Background: an optimization exercise with open tools, aiming at small area, a short achievable clock period and few clock cycles per item. Do not read the settings as production practice.
At most, simulation tests tie the RTL to the original design; equivalence was not proved.
No driver is modelled on the clock port, so clocking that relies on it looks cheaper here than on a real chip.
No activity file was given, so power comes from the tool's default toggle rates.

==> flow/design.v (excerpt) <==
module window_stack_hit_test_move_to_front_top
#(
  parameter int unsigned MAX_WINDOWS = 16,
  parameter int unsigned COORD_BITS  = 12
) (
  input  logic                  clk_i,
  input  logic                  rst_ni,
  input  logic                  in_valid_i,
  output logic                  in_ready_o,
  input  logic                  in_operation_i,
  input  logic [COORD_BITS-1:0] in_x_low_i,
  input  logic [COORD_BITS-1:0] in_y_low_i,
  input  logic [COORD_BITS-1:0] in_x_high_i,
  input  logic [COORD_BITS-1:0] in_y_high_i,
  output logic                  out_valid_o,
  input  logic                  out_ready_i,
  output logic [4:0]            out_window_id_o,
  output logic                  out_ignored_o,
  output logic                  out_store_full_o
);
  localparam int unsigned NW   = MAX_WINDOWS;
  localparam int unsigned ID_W = wsht_pkg::ID_W;
  logic                  busy_q;       
  logic                  ready_q;      
  logic                  accept;
  logic [NW-1:0]         used_q;       
  logic [NW-1:0]         free_first;   
  logic [NW-1:0]         hit_x, hit_y;
  logic                  is_full;
  logic                  is_load;
  assign accept  = in_valid_i && !busy_q;
  assign is_load = (in_operation_i == wsht_pkg::OP_LOAD);
  assign is_full = used_q[NW-1];
  for (genvar i = 0; i < NW; i++) begin : g_slot
    if (i == 0) begin : g_first
      assign free_first[i] = !used_q[i];
    end else begin : g_rest
      assign free_first[i] = !used_q[i] && used_q[i-1];
    end
    wsht_cell #(
      .COORD_BITS (COORD_BITS)
    ) u_cell (
      .clk_i   (clk_i),
      .we_i    (accept && is_load && free_first[i]),
      .xl_i    (in_x_low_i),
      .yl_i    (in_y_low_i),
      .xh_i    (in_x_high_i),
      .yh_i    (in_y_high_i),
      .px_i    (in_x_low_i),
      .py_i    (in_y_low_i),
      .hit_x_o (hit_x[i]),
      .hit_y_o (hit_y[i])
    );
  end
  logic [NW-1:0] hx_q, hy_q;    
  logic          s2_click_q;    
  logic          s2_load_q;     
  logic          s2_full_q;     
  always_ff @(posedge clk_i or negedge rst_ni) begin
  ...
clock: 4.5 ns
lec_check: 0
cap_margin: 20
core_margin: 2
core_utilization: 40
cts_cluster_diameter: 120
cts_cluster_size: 22
place_density: 0.6
setup_slack_margin: 2.45
slew_margin: 20
standard.sh (not shown) runs the stock make flow with config.mk's settings and CLKGATE_MAP_FILE= SYNTH_SCRIPT=/design/flow/synth_recipe.tcl, a recipe that flattens the netlist after the stock synthesis.
==> flow/flow/run.sh <==
#!/bin/bash
# Standard layout (the standard.sh, standard synthesis unchanged) with
# resizer options changed: repair may swap a cell for any footprint, the
# port buffers are plain buffers instead of delay cells, and after CTS the
# setup repair runs a few more passes (flow/post_cts.tcl).
set -uo pipefail
bash standard.sh MATCH_CELL_FOOTPRINT=0 \
  "BUFFER_PORTS_ARGS=-buffer_cell sky130_fd_sc_hd__buf_4" \
  "POST_CTS_TCL=$PWD/flow/post_cts.tcl" \
  finish > standard.log 2>&1
==> flow/flow/post_cts.tcl <==
# Extra setup repair passes after CTS: the single pass in cts.tcl stops
# early, well short of the setup margin. Placement is legalized afterwards.
estimate_parasitics -placement
for {set pass 0} {$pass < 3} {incr pass} {
  repair_timing -setup -setup_margin $::env(SETUP_SLACK_MARGIN) \
    -repair_tns 100 -verbose
}
detailed_placement
check_placement -verbose
estimate_parasitics -placement
report_worst_slack -max
The baseline went through all stages and came out clean.
Rerun with:
Settings changed: SETUP_SLACK_MARGIN 2.45 to 2.3.
After rerunning: Wire length drops by about 5%; sequential power is about the same; global-route usage drops by 1.5 points; cell count drops by about 2%; power drops by 1.4%; area after synthesis does not change.
No run of this note included a check of the RTL's function; only the layout flow was run.

Another version of the RTL of window_stack_hit_test_move_to_front_top (not shown whole).
Size: roughly 3500 cells after synthesis, roughly 62 I/O pins, roughly 43000 sq um of cells after synthesis.
Settings: LEC_CHECK=0, CAP_MARGIN=20, CORE_MARGIN=2, CORE_UTILIZATION=60, CTS_CLUSTER_DIAMETER=120, CTS_CLUSTER_SIZE=22, PLACE_DENSITY=0.75, SETUP_SLACK_MARGIN=2.3, SLEW_MARGIN=20; clock period 4.5 ns.
==> flow/flow/run.sh <==
#!/bin/bash
# Standard layout (the standard.sh, standard synthesis unchanged) with two
# resizer options changed: repair may swap a cell for any footprint, and the
# port buffers are plain buffers instead of delay cells.
set -uo pipefail
bash standard.sh MATCH_CELL_FOOTPRINT=0 \
  "BUFFER_PORTS_ARGS=-buffer_cell sky130_fd_sc_hd__buf_4" \
  finish > standard.log 2>&1
Testbench counts at the start, summed over its fixed seeds: cycles 4,824, items 4,800.
Rerun with:
==> flow/flow/run.sh (replaced) <==
#!/bin/bash
# Standard layout (the standard.sh, standard synthesis unchanged) with
# resizer options changed: repair may swap a cell for any footprint, the
# port buffers are plain buffers instead of delay cells, and after CTS the
# setup repair runs a few more passes (flow/post_cts.tcl).
set -uo pipefail
bash standard.sh MATCH_CELL_FOOTPRINT=0 \
  "BUFFER_PORTS_ARGS=-buffer_cell sky130_fd_sc_hd__buf_4" \
  "POST_CTS_TCL=$PWD/flow/post_cts.tcl" \
  finish > standard.log 2>&1
==> flow/flow/post_cts.tcl (new file) <==
# Extra setup repair passes after CTS: the single pass in cts.tcl stops
# early, well short of the setup margin. Placement is legalized afterwards.
estimate_parasitics -placement
for {set pass 0} {$pass < 3} {incr pass} {
  repair_timing -setup -setup_margin $::env(SETUP_SLACK_MARGIN) \
    -repair_tns 100 -verbose
}
detailed_placement
check_placement -verbose
estimate_parasitics -placement
report_worst_slack -max
--- a/flow/config.mk
+++ b/flow/config.mk
@@ -8,8 +8,8 @@
 export CAP_MARGIN = 20
 export CORE_MARGIN = 2
-export CORE_UTILIZATION = 60
+export CORE_UTILIZATION = 40
 export CTS_CLUSTER_DIAMETER = 120
 export CTS_CLUSTER_SIZE = 22
-export PLACE_DENSITY = 0.75
+export PLACE_DENSITY = 0.6
 export SETUP_SLACK_MARGIN = 2.3
 export SLEW_MARGIN = 20
Result:
- sequential share of layout area goes down by 0.48 points
- critical path depth stays the same
- power went down by 0.95%
- worst hold slack got worse by 14 ps
- maximum frequency goes up by 4.0%
- core utilization is lower by 22 points
- wire length fell by 2.2%
- area after synthesis stays the same
- global-route usage fell by 12 points
Rerun with:
--- a/flow/config.mk
+++ b/flow/config.mk
@@ -8,8 +8,8 @@
 export CAP_MARGIN = 20
 export CORE_MARGIN = 2
-export CORE_UTILIZATION = 40
+export CORE_UTILIZATION = 50
 export CTS_CLUSTER_DIAMETER = 120
 export CTS_CLUSTER_SIZE = 22
-export PLACE_DENSITY = 0.6
-export SETUP_SLACK_MARGIN = 2.3
+export PLACE_DENSITY = 0.7
+export SETUP_SLACK_MARGIN = 2.4
 export SLEW_MARGIN = 20
Effect: Synthesized area is unchanged; wire length fell by about 2%; synthesized cell count stays the same; combinational power came out higher by about 5%; clock skew increases by 3.5 ps; design area climbs by about 2.1%; final cell count drops by 4.3%; global-route usage climbs by 4.6 points; total power went up by 1.2%; clock-buffer cell count rises by 11; worst setup slack gets better by 44 ps.
Rerun with:
==> flow/flow/run.sh (replaced) <==
#!/bin/bash
# Standard layout (the standard.sh, standard synthesis unchanged) with two
# resizer options changed: repair may swap a cell for any footprint, and the
# port buffers are plain buffers instead of delay cells.
set -uo pipefail
bash standard.sh MATCH_CELL_FOOTPRINT=0 \
  "BUFFER_PORTS_ARGS=-buffer_cell sky130_fd_sc_hd__buf_4" \
  finish > standard.log 2>&1
--- a/flow/config.mk
+++ b/flow/config.mk
@@ -8,8 +8,8 @@
 export CAP_MARGIN = 20
 export CORE_MARGIN = 2
-export CORE_UTILIZATION = 50
+export CORE_UTILIZATION = 40
 export CTS_CLUSTER_DIAMETER = 120
 export CTS_CLUSTER_SIZE = 22
-export PLACE_DENSITY = 0.7
-export SETUP_SLACK_MARGIN = 2.4
+export PLACE_DENSITY = 0.6
+export SETUP_SLACK_MARGIN = 2.3
 export SLEW_MARGIN = 20
removed: flow/flow/post_cts.tcl
Result: Sequential share of layout area goes up by 0.93 points. Wire length grows by a few percent. Design area decreases slightly. Core utilization goes down by 12 points. Sequential power is about the same. Maximum frequency is lower by a few percent.
Rerun with:
--- a/flow/config.mk
+++ b/flow/config.mk
@@ -12,4 +12,4 @@
 export CTS_CLUSTER_SIZE = 22
 export PLACE_DENSITY = 0.6
-export SETUP_SLACK_MARGIN = 2.3
+export SETUP_SLACK_MARGIN = 2.6
 export SLEW_MARGIN = 20
Outcome: Power goes up by 5.1%. Sequential share of layout area came out lower by 5.2 points. Synthesized cell count stays the same. Non-clock buffer count went up by 208. Register-to-register slack barely changes. Global-route usage goes up by 2.5 points. Flip-flop and latch count does not change. Setup slack improves by 8.9 ps. Die area stays the same. Wire length grows by 16%. Cell area went up by 10%.

[separate check: timing with driven ports]
How much do the figures lean on ideal ports? The routed layouts below were timed once more, with nothing changed but the port constraints.
Step 1 (the two cells are an assumption about what drives the block):
set clk [get_ports {clk_i}]
set_driving_cell -lib_cell sky130_fd_sc_hd__clkbuf_16 $clk
set_driving_cell -lib_cell sky130_fd_sc_hd__buf_2 [delete_from_list [all_inputs] $clk]
Step 2 also shifts input and output timing later by t, the mid clock arrival at the registers, as if the neighbouring blocks saw the same clock.
Slacks: ideal ports / drivers / drivers and shift; pairs: ideal ports / drivers.
| run | t, ns | slack for setup (ns) | worst setup path after step 2 |
|---|---|---|---|
| the first run of note 1 | 0.716 | 2.308 / 2.214 / 1.498 | input to register |
| the second run of note 1 | 0.738 | 2.249 / 2.167 / 1.429 | input to register |
| the first run of note 2 | 0.718 | 2.211 / 2.167 / 1.450 | input to register |
| the second run of note 2 | 0.703 | 2.299 / 2.196 / 1.493 | input to register |
| the third run of note 2 | 0.698 | 2.342 / 2.200 / 1.503 | input to register |
| the fourth run of note 2 | 0.704 | 2.289 / 2.191 / 1.487 | input to register |
| the fifth run of note 2 | 0.715 | 2.298 / 2.179 / 1.464 | input to register |
After both steps every run listed still meets setup and hold. The setup slack of the third run of note 2, which loses most, moves by -0.142 ns with the drivers and by -0.839 ns with both steps.
